This is an optimization exercise on Yosys and OpenROAD, whose aim is small area and a short achievable clock period, not a production implementation. Only simulation tests tie the RTL to the original design; equivalence was not proved. Power figures rest on the tool's default switching activity, not on a simulated workload.

[flow/run.sh]
#!/bin/bash
# Standard layout, with plain buffers (not delay cells) on the ports.
set -euo pipefail
bash standard.sh BUFFER_PORTS_ARGS="-buffer_cell sky130_fd_sc_hd__buf_1" finish > standard_flow.log 2>&1
[standard.sh]
#!/bin/bash
# synth_recipe.tcl (not shown) runs the flow's synth.tcl, then flattens the netlist and writes it again
# the make line also repeats each setting of config.mk as NAME=value (left out here)
make -C /OpenROAD-flow-scripts/flow DESIGN_CONFIG=/design/flow/config.mk WORK_HOME=/design/flow/orfs CLKGATE_MAP_FILE= SYNTH_SCRIPT=/design/flow/synth_recipe.tcl "${@:-finish}"
[config.mk]
export PLATFORM = sky130hd
export DESIGN_NAME = peak_search_top
export DESIGN_NICKNAME = peak_search_top
export VERILOG_FILES = /design/flow/design.v
export SDC_FILE = /design/flow/constraint.sdc
export NUM_CORES = 4
export LEC_CHECK = 0
export CAP_MARGIN = 20
export CORE_MARGIN = 2
export CORE_UTILIZATION = 70
export CTS_BUF_LIST = sky130_fd_sc_hd__clkbuf_4 sky130_fd_sc_hd__clkbuf_8
export CTS_CLUSTER_SIZE = 30
export SETUP_SLACK_MARGIN = 4.0
export SLEW_MARGIN = 20
[constraint.sdc]
create_clock -name core_clock -period 7.5 [get_ports {clk}]
set_input_delay 1.5000 -clock core_clock [delete_from_list [all_inputs] [get_ports {clk}]]
set_output_delay 1.5000 -clock core_clock [all_outputs]
set_load 0.01 [all_outputs]
[design.v]
`default_nettype none
package sample_pkg;
   typedef logic signed [12-1:0] sample_t;
   typedef logic [(12 + 1)-1:0] power_t;
   typedef logic [10-1:0] index_t;
   typedef logic [16-1:0] count_t;
   typedef logic [$clog2(1024):0] frame_len_t;
endpackage
`default_nettype wire
`default_nettype none
package apb_regs_pkg;
   typedef logic [31:0] apb_data_t;
   typedef logic [1:0] ctrl_t;
   typedef enum logic [8-1:0] {
      ADDR_CTRL        = 8'h00,
      ADDR_FRAME_LEN   = 8'h04,
      ADDR_STATUS      = 8'h08,
      ADDR_PEAK_POWER  = 8'h0C,
      ADDR_PEAK_INDEX  = 8'h10,
      ADDR_FRAME_COUNT = 8'h14
   } reg_addr_e;
   localparam int CTRL_ENABLE_BIT = 0;
   localparam int CTRL_IRQ_EN_BIT = 1;
   localparam int STATUS_DONE_BIT = 0;
   localparam int STATUS_BUSY_BIT = 1;
endpackage
`default_nettype wire
`timescale 1ns/1ns
`default_nettype none
module iq_pwr_tree (
   input  wire [10:0] i_xi,
   input  wire        i_si,
   input  wire [10:0] i_xq,
   input  wire        i_sq,
   output wire [12:0] o_r0,
   output wire [12:0] o_r1,
   output wire [12:0] o_r2
);
   wire hs1, hc2;
   assign hs1 = (i_si & i_xi[0]) ^ (i_xi[1] & ~i_xi[0]);
   assign hc2 = (i_si & i_xi[0]) & (i_xi[1] & ~i_xi[0]);
   wire hs3, hc4;
   assign hs3 = (i_sq & i_xq[0]) ^ (i_xq[1] & ~i_xq[0]);
   assign hc4 = (i_sq & i_xq[0]) & (i_xq[1] & ~i_xq[0]);
   wire fs5, fc6;
   assign fs5 = (i_xi[1] & i_xi[0]) ^ (i_si & i_xi[2]) ^ (i_xi[0] & i_xi[2]);
   assign fc6 = ((i_xi[1] & i_xi[0]) & (i_si & i_xi[2])) | ((i_xi[1] & i_xi[0]) & (i_xi[0] & i_xi[2])) | ((i_si & i_xi[2]) & (i_xi[0] & i_xi[2]));
   wire fs7, fc8;
   assign fs7 = (i_xq[1] & i_xq[0]) ^ (i_sq & i_xq[2]) ^ (i_xq[0] & i_xq[2]);
   assign fc8 = ((i_xq[1] & i_xq[0]) & (i_sq & i_xq[2])) | ((i_xq[1] & i_xq[0]) & (i_xq[0] & i_xq[2])) | ((i_sq & i_xq[2]) & (i_xq[0] & i_xq[2]));
   wire fs9, fc10;
   assign fs9 = (i_xi[2] & ~i_xi[1]) ^ (i_si & i_xi[3]) ^ (i_xi[0] & i_xi[3]);
   assign fc10 = ((i_xi[2] & ~i_xi[1]) & (i_si & i_xi[3])) | ((i_xi[2] & ~i_xi[1]) & (i_xi[0] & i_xi[3])) | ((i_si & i_xi[3]) & (i_xi[0] & i_xi[3]));
   wire fs11, fc12;
   assign fs11 = (i_xq[2] & ~i_xq[1]) ^ (i_sq & i_xq[3]) ^ (i_xq[0] & i_xq[3]);
   assign fc12 = ((i_xq[2] & ~i_xq[1]) & (i_sq & i_xq[3])) | ((i_xq[2] & ~i_xq[1]) & (i_xq[0] & i_xq[3])) | ((i_sq & i_xq[3]) & (i_xq[0] & i_xq[3]));
   wire fs13, fc14;
   assign fs13 = (i_xi[2] & i_xi[1]) ^ (i_si & i_xi[4]) ^ (i_xi[0] & i_xi[4]);
   assign fc14 = ((i_xi[2] & i_xi[1]) & (i_si & i_xi[4])) | ((i_xi[2] & i_xi[1]) & (i_xi[0] & i_xi[4])) | ((i_si & i_xi[4]) & (i_xi[0] & i_xi[4]));
   wire hs15, hc16;
   assign hs15 = (i_xi[1] & i_xi[3]) ^ fc10;
   assign hc16 = (i_xi[1] & i_xi[3]) & fc10;
   wire fs17, fc18;
   assign fs17 = (i_xq[2] & i_xq[1]) ^ (i_sq & i_xq[4]) ^ (i_xq[0] & i_xq[4]);
   assign fc18 = ((i_xq[2] & i_xq[1]) & (i_sq & i_xq[4])) | ((i_xq[2] & i_xq[1]) & (i_xq[0] & i_xq[4])) | ((i_sq & i_xq[4]) & (i_xq[0] & i_xq[4]));
   wire hs19, hc20;
   assign hs19 = (i_xq[1] & i_xq[3]) ^ fc12;
   assign hc20 = (i_xq[1] & i_xq[3]) & fc12;
   wire fs21, fc22;
   assign fs21 = (i_xi[3] & ~i_xi[2]) ^ (i_si & i_xi[5]) ^ (i_xi[0] & i_xi[5]);
   assign fc22 = ((i_xi[3] & ~i_xi[2]) & (i_si & i_xi[5])) | ((i_xi[3] & ~i_xi[2]) & (i_xi[0] & i_xi[5])) | ((i_si & i_xi[5]) & (i_xi[0] & i_xi[5]));
   wire fs23, fc24;
   assign fs23 = (i_xi[1] & i_xi[4]) ^ fc14 ^ fs21;
   assign fc24 = ((i_xi[1] & i_xi[4]) & fc14) | ((i_xi[1] & i_xi[4]) & fs21) | (fc14 & fs21);
   wire fs25, fc26;
   assign fs25 = (i_xq[3] & ~i_xq[2]) ^ (i_sq & i_xq[5]) ^ (i_xq[0] & i_xq[5]);
   assign fc26 = ((i_xq[3] & ~i_xq[2]) & (i_sq & i_xq[5])) | ((i_xq[3] & ~i_xq[2]) & (i_xq[0] & i_xq[5])) | ((i_sq & i_xq[5]) & (i_xq[0] & i_xq[5]));
   wire fs27, fc28;
   assign fs27 = (i_xq[1] & i_xq[4]) ^ fc18 ^ fs25;
   assign fc28 = ((i_xq[1] & i_xq[4]) & fc18) | ((i_xq[1] & i_xq[4]) & fs25) | (fc18 & fs25);
   wire fs29, fc30;
   assign fs29 = (i_xi[3] & i_xi[2]) ^ (i_si & i_xi[6]) ^ (i_xi[0] & i_xi[6]);
   assign fc30 = ((i_xi[3] & i_xi[2]) & (i_si & i_xi[6])) | ((i_xi[3] & i_xi[2]) & (i_xi[0] & i_xi[6])) | ((i_si & i_xi[6]) & (i_xi[0] & i_xi[6]));
   wire fs31, fc32;
   assign fs31 = (i_xi[1] & i_xi[5]) ^ (i_xi[2] & i_xi[4]) ^ fc22;
   assign fc32 = ((i_xi[1] & i_xi[5]) & (i_xi[2] & i_xi[4])) | ((i_xi[1] & i_xi[5]) & fc22) | ((i_xi[2] & i_xi[4]) & fc22);
   wire hs33, hc34;
   assign hs33 = fs29 ^ fc24;
   assign hc34 = fs29 & fc24;
   wire fs35, fc36;
   assign fs35 = (i_xq[3] & i_xq[2]) ^ (i_sq & i_xq[6]) ^ (i_xq[0] & i_xq[6]);
   assign fc36 = ((i_xq[3] & i_xq[2]) & (i_sq & i_xq[6])) | ((i_xq[3] & i_xq[2]) & (i_xq[0] & i_xq[6])) | ((i_sq & i_xq[6]) & (i_xq[0] & i_xq[6]));
   wire fs37, fc38;
   assign fs37 = (i_xq[1] & i_xq[5]) ^ (i_xq[2] & i_xq[4]) ^ fc26;
   assign fc38 = ((i_xq[1] & i_xq[5]) & (i_xq[2] & i_xq[4])) | ((i_xq[1] & i_xq[5]) & fc26) | ((i_xq[2] & i_xq[4]) & fc26);
   wire hs39, hc40;
   assign hs39 = fs35 ^ fc28;
   assign hc40 = fs35 & fc28;
   wire fs41, fc42;
   assign fs41 = (i_xi[4] & ~i_xi[3]) ^ (i_si & i_xi[7]) ^ (i_xi[0] & i_xi[7]);
   assign fc42 = ((i_xi[4] & ~i_xi[3]) & (i_si & i_xi[7])) | ((i_xi[4] & ~i_xi[3]) & (i_xi[0] & i_xi[7])) | ((i_si & i_xi[7]) & (i_xi[0] & i_xi[7]));
   wire fs43, fc44;
   assign fs43 = (i_xi[1] & i_xi[6]) ^ (i_xi[2] & i_xi[5]) ^ fc30;
   assign fc44 = ((i_xi[1] & i_xi[6]) & (i_xi[2] & i_xi[5])) | ((i_xi[1] & i_xi[6]) & fc30) | ((i_xi[2] & i_xi[5]) & fc30);
   wire fs45, fc46;
   assign fs45 = fs41 ^ fc32 ^ fs43;
   assign fc46 = (fs41 & fc32) | (fs41 & fs43) | (fc32 & fs43);
   wire fs47, fc48;
   assign fs47 = (i_xq[4] & ~i_xq[3]) ^ (i_sq & i_xq[7]) ^ (i_xq[0] & i_xq[7]);
   assign fc48 = ((i_xq[4] & ~i_xq[3]) & (i_sq & i_xq[7])) | ((i_xq[4] & ~i_xq[3]) & (i_xq[0] & i_xq[7])) | ((i_sq & i_xq[7]) & (i_xq[0] & i_xq[7]));
   wire fs49, fc50;
   assign fs49 = (i_xq[1] & i_xq[6]) ^ (i_xq[2] & i_xq[5]) ^ fc36;
   assign fc50 = ((i_xq[1] & i_xq[6]) & (i_xq[2] & i_xq[5])) | ((i_xq[1] & i_xq[6]) & fc36) | ((i_xq[2] & i_xq[5]) & fc36);
   wire fs51, fc52;
   assign fs51 = fs47 ^ fc38 ^ fs49;
   assign fc52 = (fs47 & fc38) | (fs47 & fs49) | (fc38 & fs49);
   wire fs53, fc54;
   assign fs53 = (i_xi[4] & i_xi[3]) ^ (i_si & i_xi[8]) ^ (i_xi[0] & i_xi[8]);
   assign fc54 = ((i_xi[4] & i_xi[3]) & (i_si & i_xi[8])) | ((i_xi[4] & i_xi[3]) & (i_xi[0] & i_xi[8])) | ((i_si & i_xi[8]) & (i_xi[0] & i_xi[8]));
   wire fs55, fc56;
   assign fs55 = (i_xi[1] & i_xi[7]) ^ (i_xi[2] & i_xi[6]) ^ (i_xi[3] & i_xi[5]);
   assign fc56 = ((i_xi[1] & i_xi[7]) & (i_xi[2] & i_xi[6])) | ((i_xi[1] & i_xi[7]) & (i_xi[3] & i_xi[5])) | ((i_xi[2] & i_xi[6]) & (i_xi[3] & i_xi[5]));
   wire fs57, fc58;
   assign fs57 = fc42 ^ fs53 ^ fs55;
   assign fc58 = (fc42 & fs53) | (fc42 & fs55) | (fs53 & fs55);
   wire hs59, hc60;
   assign hs59 = fc44 ^ fs57;
   assign hc60 = fc44 & fs57;
   wire fs61, fc62;
   assign fs61 = (i_xq[4] & i_xq[3]) ^ (i_sq & i_xq[8]) ^ (i_xq[0] & i_xq[8]);
   assign fc62 = ((i_xq[4] & i_xq[3]) & (i_sq & i_xq[8])) | ((i_xq[4] & i_xq[3]) & (i_xq[0] & i_xq[8])) | ((i_sq & i_xq[8]) & (i_xq[0] & i_xq[8]));
   wire fs63, fc64;
   assign fs63 = (i_xq[1] & i_xq[7]) ^ (i_xq[2] & i_xq[6]) ^ (i_xq[3] & i_xq[5]);
   assign fc64 = ((i_xq[1] & i_xq[7]) & (i_xq[2] & i_xq[6])) | ((i_xq[1] & i_xq[7]) & (i_xq[3] & i_xq[5])) | ((i_xq[2] & i_xq[6]) & (i_xq[3] & i_xq[5]));
   wire fs65, fc66;
   assign fs65 = fc48 ^ fs61 ^ fs63;
   assign fc66 = (fc48 & fs61) | (fc48 & fs63) | (fs61 & fs63);
   wire hs67, hc68;
   assign hs67 = fc50 ^ fs65;
   assign hc68 = fc50 & fs65;
   wire fs69, fc70;
   assign fs69 = (i_xi[5] & ~i_xi[4]) ^ (i_si & i_xi[9]) ^ (i_xi[0] & i_xi[9]);
   assign fc70 = ((i_xi[5] & ~i_xi[4]) & (i_si & i_xi[9])) | ((i_xi[5] & ~i_xi[4]) & (i_xi[0] & i_xi[9])) | ((i_si & i_xi[9]) & (i_xi[0] & i_xi[9]));
   wire fs71, fc72;
   assign fs71 = (i_xi[1] & i_xi[8]) ^ (i_xi[2] & i_xi[7]) ^ (i_xi[3] & i_xi[6]);
   assign fc72 = ((i_xi[1] & i_xi[8]) & (i_xi[2] & i_xi[7])) | ((i_xi[1] & i_xi[8]) & (i_xi[3] & i_xi[6])) | ((i_xi[2] & i_xi[7]) & (i_xi[3] & i_xi[6]));
   wire fs73, fc74;
   assign fs73 = fc54 ^ fc56 ^ fs69;
   assign fc74 = (fc54 & fc56) | (fc54 & fs69) | (fc56 & fs69);
   wire fs75, fc76;
   assign fs75 = fs71 ^ fc58 ^ fs73;
   assign fc76 = (fs71 & fc58) | (fs71 & fs73) | (fc58 & fs73);
   wire fs77, fc78;
   assign fs77 = (i_xq[5] & ~i_xq[4]) ^ (i_sq & i_xq[9]) ^ (i_xq[0] & i_xq[9]);
   assign fc78 = ((i_xq[5] & ~i_xq[4]) & (i_sq & i_xq[9])) | ((i_xq[5] & ~i_xq[4]) & (i_xq[0] & i_xq[9])) | ((i_sq & i_xq[9]) & (i_xq[0] & i_xq[9]));
   wire fs79, fc80;
   assign fs79 = (i_xq[1] & i_xq[8]) ^ (i_xq[2] & i_xq[7]) ^ (i_xq[3] & i_xq[6]);
   assign fc80 = ((i_xq[1] & i_xq[8]) & (i_xq[2] & i_xq[7])) | ((i_xq[1] & i_xq[8]) & (i_xq[3] & i_xq[6])) | ((i_xq[2] & i_xq[7]) & (i_xq[3] & i_xq[6]));
   wire fs81, fc82;
   assign fs81 = fc62 ^ fc64 ^ fs77;
   assign fc82 = (fc62 & fc64) | (fc62 & fs77) | (fc64 & fs77);
   wire fs83, fc84;
   assign fs83 = fs79 ^ fc66 ^ fs81;
   assign fc84 = (fs79 & fc66) | (fs79 & fs81) | (fc66 & fs81);
   wire [11:0] low_A;
   assign low_A = {1'b0, hc60, fc46, hc34, fs31, hc16, fs13, fc6, hc2, (i_si & i_xi[1]), 1'b0, (i_xi[0] ^ i_si)} + {1'b0, fs75, hs59, fs45, hs33, fs23, hs15, fs9, fs5, hs1, 1'b0, 1'b0};
   wire [11:0] low_B;
   assign low_B = {1'b0, hc68, fc52, hc40, fs37, hc20, fs17, fc8, hc4, (i_sq & i_xq[1]), 1'b0, (i_xq[0] ^ i_sq)} + {1'b0, fs83, hs67, fs51, hs39, fs27, hs19, fs11, fs7, hs3, 1'b0, 1'b0};
   wire fs85, fc86;
   assign fs85 = (i_xi[5] & i_xi[4]) ^ (i_si & i_xi[10]) ^ (i_xi[0] & i_xi[10]);
   assign fc86 = ((i_xi[5] & i_xi[4]) & (i_si & i_xi[10])) | ((i_xi[5] & i_xi[4]) & (i_xi[0] & i_xi[10])) | ((i_si & i_xi[10]) & (i_xi[0] & i_xi[10]));
   wire fs87, fc88;
   assign fs87 = (i_xi[1] & i_xi[9]) ^ (i_xi[2] & i_xi[8]) ^ (i_xi[3] & i_xi[7]);
   assign fc88 = ((i_xi[1] & i_xi[9]) & (i_xi[2] & i_xi[8])) | ((i_xi[1] & i_xi[9]) & (i_xi[3] & i_xi[7])) | ((i_xi[2] & i_xi[8]) & (i_xi[3] & i_xi[7]));
   wire fs89, fc90;
   assign fs89 = (i_xi[4] & i_xi[6]) ^ (i_xq[5] & i_xq[4]) ^ (i_sq & i_xq[10]);
   assign fc90 = ((i_xi[4] & i_xi[6]) & (i_xq[5] & i_xq[4])) | ((i_xi[4] & i_xi[6]) & (i_sq & i_xq[10])) | ((i_xq[5] & i_xq[4]) & (i_sq & i_xq[10]));
   wire fs91, fc92;
   assign fs91 = (i_xq[0] & i_xq[10]) ^ (i_xq[1] & i_xq[9]) ^ (i_xq[2] & i_xq[8]);
   assign fc92 = ((i_xq[0] & i_xq[10]) & (i_xq[1] & i_xq[9])) | ((i_xq[0] & i_xq[10]) & (i_xq[2] & i_xq[8])) | ((i_xq[1] & i_xq[9]) & (i_xq[2] & i_xq[8]));
   wire fs93, fc94;
   assign fs93 = (i_xq[3] & i_xq[7]) ^ (i_xq[4] & i_xq[6]) ^ fc70;
   assign fc94 = ((i_xq[3] & i_xq[7]) & (i_xq[4] & i_xq[6])) | ((i_xq[3] & i_xq[7]) & fc70) | ((i_xq[4] & i_xq[6]) & fc70);
   wire fs95, fc96;
   assign fs95 = fc72 ^ fc78 ^ fc80;
   assign fc96 = (fc72 & fc78) | (fc72 & fc80) | (fc78 & fc80);
   wire fs97, fc98;
   assign fs97 = fs85 ^ fs87 ^ fs89;
   assign fc98 = (fs85 & fs87) | (fs85 & fs89) | (fs87 & fs89);
   wire fs99, fc100;
   assign fs99 = fs91 ^ fc74 ^ fc82;
   assign fc100 = (fs91 & fc74) | (fs91 & fc82) | (fc74 & fc82);
   wire fs101, fc102;
   assign fs101 = fs93 ^ fs95 ^ fs97;
   assign fc102 = (fs93 & fs95) | (fs93 & fs97) | (fs95 & fs97);
   wire fs103, fc104;
   assign fs103 = fs99 ^ fc76 ^ fc84;
   assign fc104 = (fs99 & fc76) | (fs99 & fc84) | (fc76 & fc84);
   wire hs105, hc106;
   assign hs105 = fs101 ^ fs103;
   assign hc106 = fs101 & fs103;
   wire fs107, fc108;
   assign fs107 = (i_xi[6] & ~i_xi[5]) ^ (i_xi[1] & i_xi[10]) ^ (i_xi[2] & i_xi[9]);
   assign fc108 = ((i_xi[6] & ~i_xi[5]) & (i_xi[1] & i_xi[10])) | ((i_xi[6] & ~i_xi[5]) & (i_xi[2] & i_xi[9])) | ((i_xi[1] & i_xi[10]) & (i_xi[2] & i_xi[9]));
   wire fs109, fc110;
   assign fs109 = (i_xi[3] & i_xi[8]) ^ (i_xi[4] & i_xi[7]) ^ (i_xq[6] & ~i_xq[5]);
   assign fc110 = ((i_xi[3] & i_xi[8]) & (i_xi[4] & i_xi[7])) | ((i_xi[3] & i_xi[8]) & (i_xq[6] & ~i_xq[5])) | ((i_xi[4] & i_xi[7]) & (i_xq[6] & ~i_xq[5]));
   wire fs111, fc112;
   assign fs111 = (i_xq[1] & i_xq[10]) ^ (i_xq[2] & i_xq[9]) ^ (i_xq[3] & i_xq[8]);
   assign fc112 = ((i_xq[1] & i_xq[10]) & (i_xq[2] & i_xq[9])) | ((i_xq[1] & i_xq[10]) & (i_xq[3] & i_xq[8])) | ((i_xq[2] & i_xq[9]) & (i_xq[3] & i_xq[8]));
   wire fs113, fc114;
   assign fs113 = (i_xq[4] & i_xq[7]) ^ fc86 ^ fc88;
   assign fc114 = ((i_xq[4] & i_xq[7]) & fc86) | ((i_xq[4] & i_xq[7]) & fc88) | (fc86 & fc88);
   wire fs115, fc116;
   assign fs115 = fc90 ^ fc92 ^ fs107;
   assign fc116 = (fc90 & fc92) | (fc90 & fs107) | (fc92 & fs107);
   wire fs117, fc118;
   assign fs117 = fs109 ^ fs111 ^ fc94;
   assign fc118 = (fs109 & fs111) | (fs109 & fc94) | (fs111 & fc94);
   wire fs119, fc120;
   assign fs119 = fc96 ^ fc98 ^ fs113;
   assign fc120 = (fc96 & fc98) | (fc96 & fs113) | (fc98 & fs113);
   wire fs121, fc122;
   assign fs121 = fs115 ^ fc100 ^ fs117;
   assign fc122 = (fs115 & fc100) | (fs115 & fs117) | (fc100 & fs117);
   wire fs123, fc124;
   assign fs123 = fs119 ^ fc102 ^ fc104;
   assign fc124 = (fs119 & fc102) | (fs119 & fc104) | (fc102 & fc104);
   wire fs125, fc126;
   assign fs125 = (i_xi[6] & i_xi[5]) ^ (i_xi[2] & i_xi[10]) ^ (i_xi[3] & i_xi[9]);
   assign fc126 = ((i_xi[6] & i_xi[5]) & (i_xi[2] & i_xi[10])) | ((i_xi[6] & i_xi[5]) & (i_xi[3] & i_xi[9])) | ((i_xi[2] & i_xi[10]) & (i_xi[3] & i_xi[9]));
   wire fs127, fc128;
   assign fs127 = (i_xi[4] & i_xi[8]) ^ (i_xi[5] & i_xi[7]) ^ (i_xq[6] & i_xq[5]);
   assign fc128 = ((i_xi[4] & i_xi[8]) & (i_xi[5] & i_xi[7])) | ((i_xi[4] & i_xi[8]) & (i_xq[6] & i_xq[5])) | ((i_xi[5] & i_xi[7]) & (i_xq[6] & i_xq[5]));
   wire fs129, fc130;
   assign fs129 = (i_xq[2] & i_xq[10]) ^ (i_xq[3] & i_xq[9]) ^ (i_xq[4] & i_xq[8]);
   assign fc130 = ((i_xq[2] & i_xq[10]) & (i_xq[3] & i_xq[9])) | ((i_xq[2] & i_xq[10]) & (i_xq[4] & i_xq[8])) | ((i_xq[3] & i_xq[9]) & (i_xq[4] & i_xq[8]));
   wire fs131, fc132;
   assign fs131 = (i_xq[5] & i_xq[7]) ^ fc108 ^ fc110;
   assign fc132 = ((i_xq[5] & i_xq[7]) & fc108) | ((i_xq[5] & i_xq[7]) & fc110) | (fc108 & fc110);
   wire fs133, fc134;
   assign fs133 = fc112 ^ fs125 ^ fs127;
   assign fc134 = (fc112 & fs125) | (fc112 & fs127) | (fs125 & fs127);
   wire fs135, fc136;
   assign fs135 = fs129 ^ fc114 ^ fc116;
   assign fc136 = (fs129 & fc114) | (fs129 & fc116) | (fc114 & fc116);
   wire fs137, fc138;
   assign fs137 = fs131 ^ fs133 ^ fc118;
   assign fc138 = (fs131 & fs133) | (fs131 & fc118) | (fs133 & fc118);
   wire fs139, fc140;
   assign fs139 = fc120 ^ fs135 ^ fs137;
   assign fc140 = (fc120 & fs135) | (fc120 & fs137) | (fs135 & fs137);
   wire fs141, fc142;
   assign fs141 = (i_xi[7] & ~i_xi[6]) ^ (i_xi[3] & i_xi[10]) ^ (i_xi[4] & i_xi[9]);
   assign fc142 = ((i_xi[7] & ~i_xi[6]) & (i_xi[3] & i_xi[10])) | ((i_xi[7] & ~i_xi[6]) & (i_xi[4] & i_xi[9])) | ((i_xi[3] & i_xi[10]) & (i_xi[4] & i_xi[9]));
   wire fs143, fc144;
   assign fs143 = (i_xi[5] & i_xi[8]) ^ (i_xq[7] & ~i_xq[6]) ^ (i_xq[3] & i_xq[10]);
   assign fc144 = ((i_xi[5] & i_xi[8]) & (i_xq[7] & ~i_xq[6])) | ((i_xi[5] & i_xi[8]) & (i_xq[3] & i_xq[10])) | ((i_xq[7] & ~i_xq[6]) & (i_xq[3] & i_xq[10]));
   wire fs145, fc146;
   assign fs145 = (i_xq[4] & i_xq[9]) ^ (i_xq[5] & i_xq[8]) ^ fc126;
   assign fc146 = ((i_xq[4] & i_xq[9]) & (i_xq[5] & i_xq[8])) | ((i_xq[4] & i_xq[9]) & fc126) | ((i_xq[5] & i_xq[8]) & fc126);
   wire fs147, fc148;
   assign fs147 = fc128 ^ fc130 ^ fs141;
   assign fc148 = (fc128 & fc130) | (fc128 & fs141) | (fc130 & fs141);
   wire fs149, fc150;
   assign fs149 = fs143 ^ fc132 ^ fc134;
   assign fc150 = (fs143 & fc132) | (fs143 & fc134) | (fc132 & fc134);
   wire fs151, fc152;
   assign fs151 = fs145 ^ fs147 ^ fc136;
   assign fc152 = (fs145 & fs147) | (fs145 & fc136) | (fs147 & fc136);
   wire hs153, hc154;
   assign hs153 = fs149 ^ fc138;
   assign hc154 = fs149 & fc138;
   wire fs155, fc156;
   assign fs155 = (i_xi[7] & i_xi[6]) ^ (i_xi[4] & i_xi[10]) ^ (i_xi[5] & i_xi[9]);
   assign fc156 = ((i_xi[7] & i_xi[6]) & (i_xi[4] & i_xi[10])) | ((i_xi[7] & i_xi[6]) & (i_xi[5] & i_xi[9])) | ((i_xi[4] & i_xi[10]) & (i_xi[5] & i_xi[9]));
   wire fs157, fc158;
   assign fs157 = (i_xi[6] & i_xi[8]) ^ (i_xq[7] & i_xq[6]) ^ (i_xq[4] & i_xq[10]);
   assign fc158 = ((i_xi[6] & i_xi[8]) & (i_xq[7] & i_xq[6])) | ((i_xi[6] & i_xi[8]) & (i_xq[4] & i_xq[10])) | ((i_xq[7] & i_xq[6]) & (i_xq[4] & i_xq[10]));
   wire fs159, fc160;
   assign fs159 = (i_xq[5] & i_xq[9]) ^ (i_xq[6] & i_xq[8]) ^ fc142;
   assign fc160 = ((i_xq[5] & i_xq[9]) & (i_xq[6] & i_xq[8])) | ((i_xq[5] & i_xq[9]) & fc142) | ((i_xq[6] & i_xq[8]) & fc142);
   wire fs161, fc162;
   assign fs161 = fc144 ^ fs155 ^ fs157;
   assign fc162 = (fc144 & fs155) | (fc144 & fs157) | (fs155 & fs157);
   wire fs163, fc164;
   assign fs163 = fc146 ^ fc148 ^ fs159;
   assign fc164 = (fc146 & fc148) | (fc146 & fs159) | (fc148 & fs159);
   wire fs165, fc166;
   assign fs165 = fs161 ^ fc150 ^ fs163;
   assign fc166 = (fs161 & fc150) | (fs161 & fs163) | (fc150 & fs163);
   wire fs167, fc168;
   assign fs167 = (i_xi[8] & ~i_xi[7]) ^ (i_xi[5] & i_xi[10]) ^ (i_xi[6] & i_xi[9]);
   assign fc168 = ((i_xi[8] & ~i_xi[7]) & (i_xi[5] & i_xi[10])) | ((i_xi[8] & ~i_xi[7]) & (i_xi[6] & i_xi[9])) | ((i_xi[5] & i_xi[10]) & (i_xi[6] & i_xi[9]));
   wire fs169, fc170;
   assign fs169 = (i_xq[8] & ~i_xq[7]) ^ (i_xq[5] & i_xq[10]) ^ (i_xq[6] & i_xq[9]);
   assign fc170 = ((i_xq[8] & ~i_xq[7]) & (i_xq[5] & i_xq[10])) | ((i_xq[8] & ~i_xq[7]) & (i_xq[6] & i_xq[9])) | ((i_xq[5] & i_xq[10]) & (i_xq[6] & i_xq[9]));
   wire fs171, fc172;
   assign fs171 = fc156 ^ fc158 ^ fs167;
   assign fc172 = (fc156 & fc158) | (fc156 & fs167) | (fc158 & fs167);
   wire fs173, fc174;
   assign fs173 = fs169 ^ fc160 ^ fc162;
   assign fc174 = (fs169 & fc160) | (fs169 & fc162) | (fc160 & fc162);
   wire hs175, hc176;
   assign hs175 = fs171 ^ fc164;
   assign hc176 = fs171 & fc164;
   wire fs177, fc178;
   assign fs177 = (i_xi[8] & i_xi[7]) ^ (i_xi[6] & i_xi[10]) ^ (i_xi[7] & i_xi[9]);
   assign fc178 = ((i_xi[8] & i_xi[7]) & (i_xi[6] & i_xi[10])) | ((i_xi[8] & i_xi[7]) & (i_xi[7] & i_xi[9])) | ((i_xi[6] & i_xi[10]) & (i_xi[7] & i_xi[9]));
   wire fs179, fc180;
   assign fs179 = (i_xq[8] & i_xq[7]) ^ (i_xq[6] & i_xq[10]) ^ (i_xq[7] & i_xq[9]);
   assign fc180 = ((i_xq[8] & i_xq[7]) & (i_xq[6] & i_xq[10])) | ((i_xq[8] & i_xq[7]) & (i_xq[7] & i_xq[9])) | ((i_xq[6] & i_xq[10]) & (i_xq[7] & i_xq[9]));
   wire fs181, fc182;
   assign fs181 = fc168 ^ fc170 ^ fs177;
   assign fc182 = (fc168 & fc170) | (fc168 & fs177) | (fc170 & fs177);
   wire fs183, fc184;
   assign fs183 = fs179 ^ fc172 ^ fs181;
   assign fc184 = (fs179 & fc172) | (fs179 & fs181) | (fc172 & fs181);
   wire fs185, fc186;
   assign fs185 = (i_xi[9] & ~i_xi[8]) ^ (i_xi[7] & i_xi[10]) ^ (i_xq[9] & ~i_xq[8]);
   assign fc186 = ((i_xi[9] & ~i_xi[8]) & (i_xi[7] & i_xi[10])) | ((i_xi[9] & ~i_xi[8]) & (i_xq[9] & ~i_xq[8])) | ((i_xi[7] & i_xi[10]) & (i_xq[9] & ~i_xq[8]));
   wire fs187, fc188;
   assign fs187 = (i_xq[7] & i_xq[10]) ^ fc178 ^ fc180;
   assign fc188 = ((i_xq[7] & i_xq[10]) & fc178) | ((i_xq[7] & i_xq[10]) & fc180) | (fc178 & fc180);
   wire hs189, hc190;
   assign hs189 = fs185 ^ fc182;
   assign hc190 = fs185 & fc182;
   wire fs191, fc192;
   assign fs191 = (i_xi[9] & i_xi[8]) ^ (i_xi[8] & i_xi[10]) ^ (i_xq[9] & i_xq[8]);
   assign fc192 = ((i_xi[9] & i_xi[8]) & (i_xi[8] & i_xi[10])) | ((i_xi[9] & i_xi[8]) & (i_xq[9] & i_xq[8])) | ((i_xi[8] & i_xi[10]) & (i_xq[9] & i_xq[8]));
   wire fs193, fc194;
   assign fs193 = (i_xq[8] & i_xq[10]) ^ fc186 ^ fs191;
   assign fc194 = ((i_xq[8] & i_xq[10]) & fc186) | ((i_xq[8] & i_xq[10]) & fs191) | (fc186 & fs191);
   wire hs195, hc196;
   assign hs195 = (i_xi[10] & ~i_xi[9]) ^ (i_xq[10] & ~i_xq[9]);
   assign hc196 = (i_xi[10] & ~i_xi[9]) & (i_xq[10] & ~i_xq[9]);
   assign o_r0 = {1'b0, 1'b0, (i_xi[10] & i_xi[9]), fc192, fc188, fc184, fc174, fc166, fc152, fc140, fc122, hc106, low_A[11]};
   assign o_r1 = {1'b0, 1'b0, (i_xq[10] & i_xq[9]), fc194, hc190, fs187, hc176, fs173, hc154, fs151, fc124, fs121, low_B[11]};
   assign o_r2 = {1'b0, 1'b0, hc196, hs195, fs193, hs189, fs183, hs175, fs165, hs153, fs139, fs123, hs105};
endmodule
module iq_power (
   input  wire                 clk,
   input  wire                 i_rst_n,
   input  wire                 i_valid,
   output logic                o_ready,
   input  wire sample_pkg::sample_t i_i,
   input  wire sample_pkg::sample_t i_q,
   output logic                o_pwr_valid,
   input  wire                 i_pwr_ready,
   output logic [10:0]         o_xi,
   output logic                o_si,
   output logic [10:0]         o_xq,
   output logic                o_sq
);
   logic take;
   assign o_ready = i_pwr_ready | ~o_pwr_valid;
   assign take    = i_valid & o_ready;
   always_ff @(posedge clk) begin
      if (!i_rst_n) begin
         o_pwr_valid <= 1'b0;
      end else if (take) begin
         o_pwr_valid <= 1'b1;
      end else if (i_pwr_ready) begin
         o_pwr_valid <= 1'b0;
      end
   end
   always_ff @(posedge clk) begin
      if (take) begin
         o_xi <= i_i[10:0] ^ {11{i_i[11]}};
         o_si <= i_i[11];
         o_xq <= i_q[10:0] ^ {11{i_q[11]}};
         o_sq <= i_q[11];
      end
   end
endmodule
`default_nettype wire
`timescale 1ns/1ns
`default_nettype none
module frame_arg_max (
   input  wire                     clk,
   input  wire                     i_rst_n,
   input  wire                     i_enable,
   input  wire sample_pkg::frame_len_t i_frame_len,
   input  wire                     i_pwr_valid,
   output logic                    o_pwr_ready,
   input  wire [10:0]              i_xi,
   input  wire                     i_si,
   input  wire [10:0]              i_xq,
   input  wire                     i_sq,
   output logic                    o_res_valid,
   output sample_pkg::power_t      o_peak_power,
   output sample_pkg::index_t      o_peak_index,
   input  wire                     i_res_busy,
   output logic                    o_busy
);
   logic                   hold_q;
   logic                   hold_d;
   logic                   infr_q;      
   logic                   infr_d;
   logic                   res_d;
   sample_pkg::index_t     cnt_q;
   sample_pkg::index_t     cnt_inc;
   sample_pkg::index_t     len_q;
   sample_pkg::index_t     cur_len;
   logic                   first;
   logic                   take;
   logic                   last;
   logic                   lag_v_q;
   logic                   lag_first_q;
   sample_pkg::index_t     lag_idx_q;
   logic [12:0]            r0, r1, r2;
   logic [12:0]            lag_r0_q, lag_r1_q, lag_r2_q;
   sample_pkg::power_t     lag_pwr;
   logic [12:0]            s1, c1, nm;
   logic [13:0]            s2, c2, gt_sum;
   logic                   gt;
   sample_pkg::power_t     max_q;
   sample_pkg::index_t     idx_q;
   sample_pkg::power_t     max_d;
   sample_pkg::index_t     idx_d;
   logic                   upd;
   assign o_pwr_ready = i_enable & ~hold_q;
   assign take        = i_pwr_valid & o_pwr_ready;
   assign first   = ~infr_q;
   assign cnt_inc = cnt_q + 1'b1;
   assign cur_len = first ? i_frame_len[10-1:0] : len_q;
   assign last    = (cnt_inc == cur_len);
   always_comb begin
      hold_d = hold_q;
      infr_d = infr_q;
      res_d  = 1'b0;
      if (hold_q) begin
         if (!i_res_busy) begin
            hold_d = 1'b0;
            res_d  = 1'b1;
         end
      end else if (take) begin
         infr_d = ~last;
         if (last) begin
            if (i_res_busy || o_res_valid) begin
               hold_d = 1'b1;
            end else begin
               res_d  = 1'b1;
            end
         end
      end
   end
   always_ff @(posedge clk) begin
      if (!i_rst_n) begin
         hold_q      <= 1'b0;
         infr_q      <= 1'b0;
         o_busy      <= 1'b0;
         cnt_q       <= '0;
         o_res_valid <= 1'b0;
         lag_v_q     <= 1'b0;
      end else begin
         hold_q      <= hold_d;
         infr_q      <= infr_d;
         o_busy      <= hold_d | infr_d;
         o_res_valid <= res_d;
         lag_v_q     <= take;
         if (take) begin
            cnt_q <= last ? '0 : cnt_inc;
         end
      end
   end
   always_ff @(posedge clk) begin
      if (take && first) begin
         len_q <= i_frame_len[10-1:0];
      end
   end
   iq_pwr_tree tree0 (
      .i_xi (i_xi),
      .i_si (i_si),
      .i_xq (i_xq),
      .i_sq (i_sq),
      .o_r0 (r0),
      .o_r1 (r1),
      .o_r2 (r2)
   );
   always_ff @(posedge clk) begin
      lag_r0_q    <= r0;
      lag_r1_q    <= r1;
      lag_r2_q    <= r2;
      lag_idx_q   <= cnt_q;
      lag_first_q <= first;
   end
   assign s1 = lag_r0_q ^ lag_r1_q ^ lag_r2_q;
   assign c1 = {(lag_r0_q[11:0] & lag_r1_q[11:0]) | (lag_r0_q[11:0] & lag_r2_q[11:0]) |
                (lag_r1_q[11:0] & lag_r2_q[11:0]), 1'b0};
   assign lag_pwr = s1 + c1;
   assign nm = ~max_q;
   assign s2 = {1'b0, s1 ^ c1 ^ nm};
   assign c2 = {(s1 & c1) | (s1 & nm) | (c1 & nm), 1'b0};
   assign gt_sum = s2 + c2;
   assign gt     = gt_sum[13];
   assign upd   = lag_v_q & (lag_first_q | gt);
   assign max_d = upd ? lag_pwr : max_q;
   assign idx_d = upd ? lag_idx_q : idx_q;
   always_ff @(posedge clk) begin
      max_q <= max_d;
      idx_q <= idx_d;
   end
   assign o_peak_power = max_d;
   assign o_peak_index = idx_d;
endmodule
`default_nettype wire
`timescale 1ns/1ns
`default_nettype none
module peak_apb_regs (
   input  wire                      clk,
   input  wire                      i_rst_n,
   input  wire                      i_psel,
   input  wire                      i_penable,
   input  wire                      i_pwrite,
   input  wire logic [8-1:0]  i_paddr,
   input  wire apb_regs_pkg::apb_data_t i_pwdata,
   output apb_regs_pkg::apb_data_t  o_prdata,
   output logic                     o_pready,
   output logic                     o_pslverr,
   output logic                     o_enable,
   output sample_pkg::frame_len_t   o_frame_len,
   input  wire                      i_res_valid,
   input  wire sample_pkg::power_t  i_peak_power,
   input  wire sample_pkg::index_t  i_peak_index,
   input  wire                      i_busy,
   output logic                     o_res_busy,
   output logic                     o_irq
);
   apb_regs_pkg::ctrl_t      ctrl_q;
   sample_pkg::frame_len_t frame_len_q;
   logic       done_q;
   logic       irq_q;
   sample_pkg::power_t     peak_power_q;
   sample_pkg::index_t     peak_index_q;
   sample_pkg::count_t     frame_count_q;
   logic       access;
   logic [5:0] sel_d;
   logic [5:0] sel_q;
   logic       unmapped_q;
   logic       wr;
   apb_regs_pkg::apb_data_t  rdata;
   localparam int FL_W = $clog2(1024) + 1;
   function automatic sample_pkg::frame_len_t clamp_len(input apb_regs_pkg::apb_data_t wdata);
      if (wdata == '0 || wdata > 1024) begin
         clamp_len = 1024;
      end else begin
         clamp_len = wdata[FL_W-1:0];
      end
   endfunction
   assign sel_d[0] = (i_paddr == 8'h00);
   assign sel_d[1] = (i_paddr == 8'h04);
   assign sel_d[2] = (i_paddr == 8'h08);
   assign sel_d[3] = (i_paddr == 8'h0C);
   assign sel_d[4] = (i_paddr == 8'h10);
   assign sel_d[5] = (i_paddr == 8'h14);
   always_ff @(posedge clk) begin
      sel_q      <= sel_d;
      unmapped_q <= ~|sel_d;
   end
   assign access = i_psel & i_penable;
   assign wr     = access & i_pwrite;
   always_comb begin
      rdata = '0;
      rdata[1:0]   = rdata[1:0]   | ({2{sel_q[0]}} & ctrl_q);
      rdata[10:0]  = rdata[10:0]  | ({11{sel_q[1]}} & frame_len_q);
      rdata[1:0]   = rdata[1:0]   | ({2{sel_q[2]}} & {i_busy, done_q});
      rdata[12:0]  = rdata[12:0]  | ({13{sel_q[3]}} & peak_power_q);
      rdata[9:0]   = rdata[9:0]   | ({10{sel_q[4]}} & peak_index_q);
      rdata[15:0]  = rdata[15:0]  | ({16{sel_q[5]}} & frame_count_q);
   end
   assign o_prdata  = rdata;
   assign o_pready  = 1'b1;
   assign o_pslverr = unmapped_q;
   always_ff @(posedge clk) begin
      if (!i_rst_n) begin
         ctrl_q        <= '0;
         frame_len_q   <= 1024;
         done_q        <= 1'b0;
         irq_q         <= 1'b0;
         frame_count_q <= '0;
      end else begin
         irq_q <= done_q & ctrl_q[apb_regs_pkg::CTRL_IRQ_EN_BIT];
         if (wr && sel_q[0]) begin
            ctrl_q <= i_pwdata[1:0];
         end
         if (wr && sel_q[1]) begin
            frame_len_q <= clamp_len(i_pwdata);
         end
         if (i_res_valid) begin
            done_q        <= 1'b1;
            frame_count_q <= frame_count_q + 1'b1;
         end else if (wr && sel_q[2] && i_pwdata[apb_regs_pkg::STATUS_DONE_BIT]) begin
            done_q <= 1'b0;
         end
      end
   end
   always_ff @(posedge clk) begin
      if (i_res_valid) begin
         peak_power_q <= i_peak_power;
         peak_index_q <= i_peak_index;
      end
   end
   assign o_enable    = ctrl_q[apb_regs_pkg::CTRL_ENABLE_BIT];
   assign o_frame_len = frame_len_q;
   assign o_res_busy  = done_q;
   assign o_irq       = irq_q;
endmodule
`default_nettype wire
`timescale 1ns/1ns
`default_nettype none
module peak_search_top (
   input  wire                      clk,
   input  wire                      i_rst_n,
   input  wire                      i_s_valid,
   output wire                      o_s_ready,
   input  wire sample_pkg::sample_t i_s_i,
   input  wire sample_pkg::sample_t i_s_q,
   input  wire                      i_psel,
   input  wire                      i_penable,
   input  wire                      i_pwrite,
   input  wire logic [8-1:0]  i_paddr,
   input  wire apb_regs_pkg::apb_data_t i_pwdata,
   output wire apb_regs_pkg::apb_data_t o_prdata,
   output wire                      o_pready,
   output wire                      o_pslverr,
   output wire                      o_irq
);
   logic       enable;
   sample_pkg::frame_len_t frame_len;
   logic       res_valid;
   sample_pkg::power_t     peak_power;
   sample_pkg::index_t     peak_index;
   logic       res_busy;
   logic       busy;
   logic       pwr_valid;
   logic       pwr_ready;
   logic [10:0] pwr_xi;
   logic        pwr_si;
   logic [10:0] pwr_xq;
   logic        pwr_sq;
   iq_power power0 (
      .clk     (clk),
      .i_rst_n (i_rst_n),
      .i_valid (i_s_valid),
      .o_ready (o_s_ready),
      .i_i     (i_s_i),
      .i_q     (i_s_q),
      .o_pwr_valid (pwr_valid),
      .i_pwr_ready (pwr_ready),
      .o_xi    (pwr_xi),
      .o_si    (pwr_si),
      .o_xq    (pwr_xq),
      .o_sq    (pwr_sq)
   );
   frame_arg_max search0 (
      .clk           (clk),
      .i_rst_n       (i_rst_n),
      .i_enable      (enable),
      .i_frame_len   (frame_len),
      .i_pwr_valid   (pwr_valid),
      .o_pwr_ready   (pwr_ready),
      .i_xi          (pwr_xi),
      .i_si          (pwr_si),
      .i_xq          (pwr_xq),
      .i_sq          (pwr_sq),
      .o_res_valid   (res_valid),
      .o_peak_power  (peak_power),
      .o_peak_index  (peak_index),
      .i_res_busy    (res_busy),
      .o_busy        (busy)
   );
   peak_apb_regs regs0 (
      .clk           (clk),
      .i_rst_n       (i_rst_n),
      .i_psel        (i_psel),
      .i_penable     (i_penable),
      .i_pwrite      (i_pwrite),
      .i_paddr       (i_paddr),
      .i_pwdata      (i_pwdata),
      .o_prdata      (o_prdata),
      .o_pready      (o_pready),
      .o_pslverr     (o_pslverr),
      .o_enable      (enable),
      .o_frame_len   (frame_len),
      .i_res_valid   (res_valid),
      .i_peak_power  (peak_power),
      .i_peak_index  (peak_index),
      .i_busy        (busy),
      .o_res_busy    (res_busy),
      .o_irq         (o_irq)
   );
endmodule
`default_nettype wire
==> results of run 1 <==
[report_power, final]
group / switching, W / leakage (nW) / total (W) / internal, W
Combinational: 0.000620 / 3.09 / 0.00117 / 0.000550
Clock: 0.000390 / 0.210 / 0.000674 / 0.000284
Sequential: 0.0000684 / 1.60 / 0.00114 / 0.00108
Total: 0.00108 / 4.90 / 0.00299 / 0.00191
[timing repair]
item	CTS	global route
setup endpoints to repair	18	16
hold buffers	0	0
resized for setup	4	2
pin swaps	0	1
cloned	0	0
[layout make-up]
cell class / instances / area (sq um) / share of cell area, %
clock inverter: 15 / 183 / 1.58
multi-input combinational: 694 / 6130 / 53.1
clock buffer: 17 / 234 / 2.03
sequential: 178 / 4130 / 35.8
inverter: 75 / 283 / 2.45
tap: 188 / 235 / 2.04
timing repair buffer: 90 / 353 / 3.06
[critical path, cell delays in order, from the launching register on]
cell	delay [ns]
sky130_fd_sc_hd__dfxtp_1	0.33
sky130_fd_sc_hd__fa_2	0.62
sky130_fd_sc_hd__fa_1	0.43
sky130_fd_sc_hd__ha_1	0.28
sky130_fd_sc_hd__and4b_1	0.19
sky130_fd_sc_hd__o21a_1	0.11
sky130_fd_sc_hd__o21ai_1	0.07
sky130_fd_sc_hd__a21oi_1	0.21
sky130_fd_sc_hd__a211oi_2	0.06
sky130_fd_sc_hd__o21ai_2	0.15
sky130_fd_sc_hd__buf_8	0.24
sky130_fd_sc_hd__mux2_2	0.37
[kinds of logic (layout without fill, tap and decap cells)]
| logic type | Yosys count | in the layout | share of synthesized area (%) |
|---|---|---|---|
| XOR/XNOR | 61 | 61 | 4.94 |
| flip-flops | 178 | 178 | 38.2 |
| adder cells (fa/ha/maj) | 158 | 158 | 25.7 |
| AO/OA/AOI/OAI | 107 | 107 | 6.85 |
| multiplexers | 34 | 34 | 3.33 |
| AND/OR/NAND/NOR | 315 | 315 | 15.1 |
| buffers and inverters | 138 | 197 | 5.81 |
| other | 2 | 19 | 0.0695 |
[registers in the layout, summed over array words and instances (netlist names), 6 cells and up]
name	flops
search0.lag_idx_q	10
power0.o_xi	11
power0.o_xq	11
regs0.frame_count_q	16
search0.idx_q	10
search0.len_q	10
search0.lag_r1_q	11
regs0.peak_index_q	10
search0.max_q	13
search0.lag_r2_q	11
regs0.peak_power_q	13
regs0.frame_len_q	11
search0.cnt_q	10
search0.lag_r0_q	11
regs0.sel_q	6
[worst paths after layout]
path         slack, ns  depth (start not counted)           startpoint                     to
max               4.18                         11  search0.lag_r2_q[2]  regs0.peak_index_q[0]
min               0.41                          0     search0.cnt_q[9]   search0.lag_idx_q[9]
max reg2reg       4.18                         11  search0.lag_r2_q[2]  regs0.peak_index_q[0]
min reg2reg       0.41                          0     search0.cnt_q[9]   search0.lag_idx_q[9]
[synthesized netlist by cell type, drive strengths merged (2+ instances only)]
cell type,count
or2,2
nand2,85
or4,2
a21o,8
o21ai,16
xnor2,15
mux2i,18
buf,29
dfxtp,121
edfxtp,57
o21a,4
o31ai,2
clkbuf,34
nor3,9
o21bai,2
a2111oi,2
a21oi,20
conb,2
fa,107
a22oi,31
nand2b,10
inv,74
nor2,49
a211oi,3
nor2b,18
or3,7
a22o,3
ha,51
nand4,5
xor2,46
nand3,18
mux2,16
a31o,7
and2,86
nor4,8
nor3b,2
and3,10
[metal layers]
metal / share of wire [%] / up-vias / global-route usage (%)
met3: 4.5 / 31 / 4.92
met5: 0 / - / 0
met1: 43 / 3440 / 34.3
met4: 2.0 / 0 / 8.60
li1: - / 3375 / -
met2: 51 / 185 / 46.2
[through the flow]
stage | setup slack (ns) | cells
6_report | 4.18 | 1257
5_1_grt | 4.00 | 1257
4_1_cts | 4.07 | 1257
3_5_place_dp | 3.27 | 1225
3_3_place_gp | 3.45 | 1225
2_1_floorplan | 4.19 | 1010
==> flow_summary.ini, run 1 <==
[clocking]
postCtsSetupBuffers = 0
cts.sinks = 178
number_of_h_tree_branching_levels = 4
clkTransAtPathRegs_ns = 0.10
ctsLongestPathBuffers = 2
cts_tree = yes
clk_root_buffer_cell = sky130_fd_sc_hd__clkbuf_8
clk_latency_ns = 0.47
cts_buffers = 17

[synth]
netlist_instances = 993
post_synth_num_cell_types = 59
synthesis.area_per_instance_sq_um = 10.9
yosysTopAreaCell = sky130_fd_sc_hd__dfxtp_1
netlist.area_leader.share_pct = 22.4
synth-async-reset-ratio_pct = 0
ys_warn_count = 3
synth_top_cells_by_area = sky130_fd_sc_hd__dfxtp_1, sky130_fd_sc_hd__fa_1, sky130_fd_sc_hd__edfxtp_1
post_synth_instance_area_sq_um = 10800
yosys_register_bits = 178
synth_ff_type = sky130_fd_sc_hd__dfxtp_1
proportion_of_synthesized_chip_area_in_sequential_cells_pct = 38.2
synth-edff-count = 57

[finish]
antenna-diode-count = 0
final_area_sq_um = 11500
fillCellCount = 1074
final_core_util_pct = 76.2
layout.cells.most_common_list = sky130_fd_sc_hd__dfxtp_1, sky130_fd_sc_hd__fa_1, sky130_fd_sc_hd__buf_1
area_growth_syn_to_layout_pct = 6.80
mostFrequentLayoutCell = sky130_fd_sc_hd__dfxtp_1
layout.nets = 1284
post_route_cells_drive_above_1_share_pct = 6.17

[sta]
finalHoldViolCount = 0
slew_viol_final = 0
fin_hold_ws_ns = 0.413
finalSetupViolCount = 0
finClkSkew_ns = 0.0170
rsz_0062_raised_after_global_routing = no
layout_worst_path_cycle_share_pct = 44.3
slew_hr_pct = 41.7
worstMarginPinSlew_ns = 0.871
fmax_mhz = 301
fin_tns_setup_ns = 0
min_period_ns = 3.32

[critical_path]
worst_setup_path_end_kind = flop
arrival_time_of_the_worst_setup_path_ns = 3.54
crit_required_ns = 7.72
criticalPathCategory = flop to flop
timing.critical_path.from_type = flop
path_max_fanout = 23

[min_path]
hold_path_class = flop to flop

[route]
dr.pass1.iters = 5
detail_route.wirelength_microns = 20200
avgViaCountPerCell = 5.59
initialDrtViolationCount = 339
route.antenna.remaining_nets = 0
post_drt_wl_per_cell_microns = 16.1
vias = 7031
remaining_drc_errors = 0

[global_route]
grt_first_pass_wirelength_microns = 34300
globalRouteOverflowTotal = 0
via_count_of_the_first_global_routing_pass = 7117
grt_use_total_pct = 26.7
grt_antenna_before_repair = 0
grt_max_degree = 36

[placed_design]
io_buffer_count = 88
placement.cell_area_sq_um = 11100
routability_cong = 0.847
dp_hpwl_microns = 15200

[run]
maxCapViolCount = 0

[die]
die_area_sq_um = 16500
number_of_rows_in_the_core_area = 45
initial_core_utilization_pct = 71.4
placeableCoreArea_sq_um = 15100
die_h_microns = 128
die_width_microns = 128
ios = 106

[outcome]
status = complete, no violations

[power]
p_per_area_nw_per_um2 = 259
ir_worst_vdd_mv = 0.164
total_power_w = 0.00299
static-leakage-power_nw = 4.90
==> run 2, diff against run 1 <==
--- a/config.mk
+++ b/config.mk
@@ -9,6 +9,6 @@
 export CORE_MARGIN = 2
-export CORE_UTILIZATION = 70
+export CORE_UTILIZATION = 60
 export CTS_BUF_LIST = sky130_fd_sc_hd__clkbuf_4 sky130_fd_sc_hd__clkbuf_8
 export CTS_CLUSTER_SIZE = 30
-export SETUP_SLACK_MARGIN = 4.0
+export SETUP_SLACK_MARGIN = 4.2
 export SLEW_MARGIN = 20
==> run 2 against run 1 <==
  * Non-clock buffer count grew 18
  * Global-route usage fell by 3.7 points
  * Sequential power hardly changed
  * Still clean on timing, DRC and antenna
  * Synthesized cell count unchanged
  * Sequential share of layout area decreased by 0.54 points
  * Final area rose by 1.6%
  * Largest cell class unchanged
  * Largest power group unchanged
  * Critical path type unchanged
==> flow_summary.ini, run 2 <==
[sta]
finalSetupViolCount = 0
slew_hr_pct = 39.7
min_period_ns = 3.27
worstMarginPinSlew_ns = 0.901
fin_tns_setup_ns = 0
fmax_mhz = 306
slew_viol_final = 0
finalHoldViolCount = 0
rsz_0062_raised_after_global_routing = yes
finClkSkew_ns = 0.0204
layout_worst_path_cycle_share_pct = 43.6
fin_hold_ws_ns = 0.417

[synth]
post-synth-top-count-cell = sky130_fd_sc_hd__dfxtp_1
synth_ff_type = sky130_fd_sc_hd__dfxtp_1
yosys-top-cells-count = sky130_fd_sc_hd__dfxtp_1, sky130_fd_sc_hd__fa_1, sky130_fd_sc_hd__and2_1, sky130_fd_sc_hd__nand2_1, sky130_fd_sc_hd__inv_1
netlist.area_leader.share_pct = 22.4
synth-async-reset-ratio_pct = 0
yosys.area_share.xor_xnor_pct = 4.94
synth_top_family_by_area = adder cells
synthesis.area_per_instance_sq_um = 10.9
synth-edff-count = 57
post_synth_fa_ha_maj_area_fraction_pct = 25.7
ys_warn_count = 3
yosys_register_bits = 178
synth-compound-area-share_pct = 6.85
post_synth_num_cell_types = 59
synth.area.mux_share_pct = 3.33
synth_top_cells_by_area = sky130_fd_sc_hd__dfxtp_1, sky130_fd_sc_hd__fa_1, sky130_fd_sc_hd__edfxtp_1
yosysTopAreaCell = sky130_fd_sc_hd__dfxtp_1
post_synth_and_or_nand_nor_area_fraction_pct = 15.1
proportion_of_synthesized_chip_area_in_sequential_cells_pct = 38.2
post_synth_instance_area_sq_um = 10800
netlist_instances = 993

[route]
avgViaCountPerCell = 5.34
detail_route.wirelength_microns = 21000
remaining_drc_errors = 0
initialDrtViolationCount = 271
dr.pass1.iters = 5
vias = 7034
route.antenna.remaining_nets = 0
post_drt_wl_per_cell_microns = 15.9

[global_route]
grt_max_degree = 34
grt_use_total_pct = 23.0
grt_antenna_before_repair = 0
grt_first_pass_wirelength_microns = 35400
via_count_of_the_first_global_routing_pass = 7132
globalRouteOverflowTotal = 0

[finish]
largest_registers = regs0.frame_count_q (16), regs0.peak_power_q (13), search0.max_q (13)
layout.nets = 1302
area_growth_syn_to_layout_pct = 8.47
max_reg_flops = 16
antenna-diode-count = 0
final_core_util_pct = 65.7
post_route_cells_drive_above_1_share_pct = 7.82
final_area_sq_um = 11700
final-instance-count-excl-fill = 1316
registers.top_by_ff_count = regs0.frame_count_q
mostFrequentLayoutCell = sky130_fd_sc_hd__dfxtp_1
layout.cells.most_common_list = sky130_fd_sc_hd__dfxtp_1, sky130_fd_sc_hd__fa_1, sky130_fd_sc_hd__buf_1

[clocking]
cts_tree = yes
clk_root_buffer_cell = sky130_fd_sc_hd__clkbuf_8
clkTransAtPathRegs_ns = 0.10
cts_buffers = 17
number_of_h_tree_branching_levels = 4
clk_latency_ns = 0.48
ctsHoldBuffers = 0
cts.sinks = 178
ctsLongestPathBuffers = 2

[die]
initial_core_utilization_pct = 60.6
placeableCoreArea_sq_um = 17800
die_area_sq_um = 19100
ios = 106
die_width_microns = 138
die_h_microns = 138
number_of_rows_in_the_core_area = 49

[critical_path]
crit_required_ns = 7.72
worst_setup_path_end_kind = flop
arrival_time_of_the_worst_setup_path_ns = 3.48
path_max_fanout = 23
worstSetupStartpoint = search0.lag_r1_q[2]
timing.critical_path.from_type = flop
criticalPathCategory = flop to flop
reg_to_reg_startpoint = search0.lag_r1_q[2]

[power]
p_per_area_nw_per_um2 = 259
static-leakage-power_nw = 4.97
ir_worst_vdd_mv = 0.161

[placed_design]
io_buffer_count = 88
place.detailed.instances = 1267
dp_hpwl_microns = 16100
placement.cell_area_sq_um = 11200
routability_cong = 0.832

[run]
maxCapViolCount = 0

[outcome]
status = complete, no violations

[min_path]
hold_path_class = flop to flop
min-delay-start = search0.cnt_q[9]
-- run 2: layer usage --
metal  wire length (microns)  global-route usage [%]  vias to the layer above
met3                     709                    4.12                       22
met2                   10600                    39.9                      135
met1                    9310                    30.1                     3464
met4                     363                    5.96                        0
li1                        -                       -                     3413
met5                       0                       0                        -
-- run 2: power by group --
part	internal, W	switching, W
Combinational	0.000581	0.000649
Sequential	0.00108	0.0000646
Clock	0.000278	0.000385
-- run 2: path summary, 6_finish.rpt --
| kind | end | slack, ns | cells past startpoint |
|---|---|---|---|
| worst max-delay path | regs0.peak_index_q[1] | 4.23 | 11 |
| worst min-delay path | search0.lag_idx_q[9] | 0.42 | 0 |
| worst max register to register | regs0.peak_index_q[1] | 4.23 | 11 |
| worst min register to register | search0.lag_idx_q[9] | 0.42 | 0 |
-- run 2: logic make-up after synthesis --
| logic type | after synthesis |
|---|---|
| and+or+nand+nor | 315 |
| muxes | 34 |
| other | 2 |
| adders and majority gates | 158 |
| xor gates and xnor gates | 61 |
| DFF | 178 |
| AOI/OAI and AO/OA | 107 |
| buffers and inverters | 138 |
-- run 2: area by class of cell --
type / instances / area, sq um
Fill cell: 1426 / 6110
Multi-Input combinational cell: 694 / 6130
Clock inverter: 15 / 165
Timing Repair Buffer: 108 / 493
Clock buffer: 17 / 234
Tap cell: 229 / 287
Inverter: 75 / 282
Sequential cell: 178 / 4140
-- run 2: stage by stage --
stage          setup slack [ns]  total power (W)
2_1_floorplan              4.22          0.00206
3_5_place_dp               3.98          0.00234
4_1_cts                    4.21          0.00305
5_1_grt                    4.08          0.00330
6_report                   4.23          0.00303
3_3_place_gp               4.03          0.00231
-- run 2: repair_timing --
| item | in CTS | in global routing |
|---|---|---|
| gates resized for setup | 8 | 1 |
| setup buffers | 1 | 16 |
| pin swaps | 1 | 1 |
| endpoints found under the setup margin | 41 | 42 |
-- run 2: critical path: stages, from the launching register on --
cell and delay (ns):
sky130_fd_sc_hd__dfxtp_1 0.34, sky130_fd_sc_hd__fa_2 0.60, sky130_fd_sc_hd__fa_1 0.43, sky130_fd_sc_hd__ha_1 0.30, sky130_fd_sc_hd__and4b_1 0.18, sky130_fd_sc_hd__o21a_1 0.12, sky130_fd_sc_hd__o21ai_2 0.06, sky130_fd_sc_hd__a21oi_1 0.20
sky130_fd_sc_hd__a211oi_2 0.06, sky130_fd_sc_hd__o21ai_2 0.16, sky130_fd_sc_hd__buf_12 0.21, sky130_fd_sc_hd__mux2_2 0.36
==> run 3, diff against run 2 <==
--- a/config.mk
+++ b/config.mk
@@ -12,3 +12,3 @@
 export CTS_CLUSTER_SIZE = 30
-export SETUP_SLACK_MARGIN = 4.2
+export SETUP_SLACK_MARGIN = 3.8
 export SLEW_MARGIN = 20
==> run 3 against run 2 <==
  * Synthesized cell count is the same
  * Non-clock buffer count fell by 18
  * Largest power group unchanged
  * Synthesized area did not move
  * Total power down 1.7%
  * Final area shrank 1.2%
  * Flip-flop and latch count stayed put
  * Combinational power is 7% lower
  * Critical path depth is the same
==> flow_summary.ini, run 3 <==
[clocking]
clk_root_buffer_cell = sky130_fd_sc_hd__clkbuf_8
ctsHoldBuffers = 0
ctsLongestPathBuffers = 2
cts_buffers = 17
number_of_h_tree_branching_levels = 4
cts_tree = yes
clkTransAtPathRegs_ns = 0.10
clk_latency_ns = 0.47
cts.sinks = 178

[global_route]
grt_max_degree = 36
grt_first_pass_wirelength_microns = 35400
grt_use_total_pct = 23.1
grt_antenna_before_repair = 0
via_count_of_the_first_global_routing_pass = 7291
globalRouteOverflowTotal = 0

[placed_design]
io_buffer_count = 88
place.detailed.instances = 1266
dp_hpwl_microns = 15900
routability_cong = 0.827

[route]
post_drt_wl_per_cell_microns = 16.0
route.antenna.remaining_nets = 0
initialDrtViolationCount = 261
dr.pass1.iters = 5
remaining_drc_errors = 0
avgViaCountPerCell = 5.35
vias = 6949
detail_route.wirelength_microns = 20800

[synth]
synth_ff_type = sky130_fd_sc_hd__dfxtp_1
netlist_instances = 993
post_synth_instance_area_sq_um = 10800
synthesis.area_per_instance_sq_um = 10.9
synth_top_cells_by_area = sky130_fd_sc_hd__dfxtp_1, sky130_fd_sc_hd__fa_1, sky130_fd_sc_hd__edfxtp_1
proportion_of_synthesized_chip_area_in_sequential_cells_pct = 38.2
ys_warn_count = 3
yosys-top-cells-count = sky130_fd_sc_hd__dfxtp_1, sky130_fd_sc_hd__fa_1, sky130_fd_sc_hd__and2_1, sky130_fd_sc_hd__nand2_1, sky130_fd_sc_hd__inv_1
post-synth-top-count-cell = sky130_fd_sc_hd__dfxtp_1
synth-async-reset-ratio_pct = 0
yosysTopAreaCell = sky130_fd_sc_hd__dfxtp_1
post_synth_num_cell_types = 59
yosys_register_bits = 178
synth-edff-count = 57
netlist.area_leader.share_pct = 22.4

[critical_path]
reg2reg_slack_ns = 4.06
criticalPathCategory = flop to flop
worst_setup_path_end_kind = flop
arrival_time_of_the_worst_setup_path_ns = 3.66
crit_required_ns = 7.71
path_max_fanout = 23
timing.critical_path.from_type = flop

[finish]
area_growth_syn_to_layout_pct = 7.21
layout.cells.most_common_list = sky130_fd_sc_hd__dfxtp_1, sky130_fd_sc_hd__fa_1, sky130_fd_sc_hd__buf_1
mostFrequentLayoutCell = sky130_fd_sc_hd__dfxtp_1
post_route_cells_drive_above_1_share_pct = 6.08
antenna-diode-count = 0
registers.top_by_ff_count = regs0.frame_count_q
max_reg_flops = 16
final-instance-count-excl-fill = 1298
final_core_util_pct = 65.0
layout.nets = 1284
largest_registers = regs0.frame_count_q (16), regs0.peak_power_q (13), search0.max_q (13)

[sta]
min_period_ns = 3.44
fin_tns_setup_ns = 0
finClkSkew_ns = 0.0133
fmax_mhz = 290
finalHoldViolCount = 0
finalSetupViolCount = 0
rsz_0062_raised_after_global_routing = no
fin_hold_ws_ns = 0.403
slew_viol_final = 0
slew_hr_pct = 42.1
layout_worst_path_cycle_share_pct = 45.9
worstMarginPinSlew_ns = 0.866

[die]
die_h_microns = 138
die_width_microns = 138
placeableCoreArea_sq_um = 17800
initial_core_utilization_pct = 60.6
ios = 106
die_area_sq_um = 19100
number_of_rows_in_the_core_area = 49

[outcome]
status = complete, no violations

[min_path]
hold_path_class = flop to flop

[power]
ir_worst_vdd_mv = 0.211
static-leakage-power_nw = 4.90
p_per_area_nw_per_um2 = 257

[run]
maxCapViolCount = 0
==> run 3: cell type report <==
cell class | count | area [sq um]
tap | 229 | 287
timing repair buffer | 90 | 345
clock buffer | 18 | 241
multi-input combinational | 694 | 6120
clock inverter | 14 | 175
inverter | 75 | 285
sequential | 178 | 4130
fill | 1495 | 6250
==> run 3: worst paths after layout <==
check | startpoint | endpoint | depth (start not counted)
setup / recovery | search0.lag_r2_q[2] | regs0.peak_index_q[4] | 11
hold / removal | search0.cnt_q[9] | search0.lag_idx_q[9] | 0
setup reg to reg | search0.lag_r2_q[2] | regs0.peak_index_q[4] | 11
hold reg to reg | search0.cnt_q[9] | search0.lag_idx_q[9] | 0
==> run 3: metrics by stage <==
step | area, sq um | worst slack, ns | total power, W
after global placement | 11200 | 3.43 | 0.00230
final | 11600 | 4.06 | 0.00298
after CTS | 11600 | 3.94 | 0.00301
after floorplan | 10900 | 4.19 | 0.00206
after global routing | 11600 | 3.84 | 0.00327
after detailed placement | 11200 | 3.44 | 0.00232
==> run 3: where the power goes <==
part	total (W)	leakage [nW]	switching [W]	internal, W
clock	0.000689	0.208	0.000378	0.000312
combinational	0.00115	3.09	0.000606	0.000543
sequential	0.00114	1.60	0.0000694	0.00108
==> run 3: cell families (layout without fill, tap and decap cells) <==
kind of cell,count (synthesis),after routing,synth area share (%)
other cells,2,19,0.0695
xor+xnor,61,61,4.94
fa+ha+maj,158,158,25.7
mux,34,34,3.33
simple gates,315,315,15.1
buf+inv,138,197,5.81
compound gates,107,107,6.85
flops,178,178,38.2
==> run 3: worst max-delay path, stage by stage (launching register included) <==
cell                       delay, ns
sky130_fd_sc_hd__dfxtp_1        0.32
sky130_fd_sc_hd__fa_1           0.63
sky130_fd_sc_hd__fa_1           0.44
sky130_fd_sc_hd__ha_1           0.29
sky130_fd_sc_hd__and4b_1        0.17
sky130_fd_sc_hd__o21a_1         0.16
sky130_fd_sc_hd__o21ai_0        0.18
sky130_fd_sc_hd__a21oi_1        0.12
sky130_fd_sc_hd__a211oi_2       0.22
sky130_fd_sc_hd__o21ai_2        0.06
sky130_fd_sc_hd__buf_4          0.25
sky130_fd_sc_hd__mux2_2         0.33
==> run 3: what timing repair did <==
item                                    in CTS  in global routing
endpoints found under the setup margin       0                  5
gates resized for setup                      0                  2
endpoints found under the hold margin        0                  0
buffers inserted                             0                  0
==> run 3: routing by layer <==
metal	wire, microns	global-route usage [%]	vias to the layer above
li1	-	-	3376
met1	9150	29.3	3383
met2	10300	39.9	159
met3	923	4.64	31
met4	452	7.89	0
met5	0	0	-

## separate check: timing with driven ports
In the flow no input, the clock included, has a driving cell. The finished layouts below were timed again as built, in two steps. Step 1 sets driving cells, clkbuf_16 on the clock port and buf_2 on the other inputs (assumed; they add their load-dependent delay and slew). Step 2 moves the port delays by t, midway between the first and last clock arrival at a register: inputs arrive t later, outputs are due t later. That takes back most of the time a late clock gives input paths. Slacks: no drivers / after step 1 / after step 2; pairs: no drivers / after step 1.
run	shift t [ns]	slack for setup (ns)	worst setup path at the end	pins driven straight from the clock port
run 1	0.502	4.177 / 4.174 / 3.829	input to register	1
run 2	0.506	4.233 / 4.233 / 4.233	register to register	1
run 3	0.502	4.055 / 4.055 / 3.666	input to register	1
After both steps setup and hold are still met in every run listed. The setup slack of run 3, which loses most, moves by 0.000 ns with the drivers and by -0.389 ns with both steps.
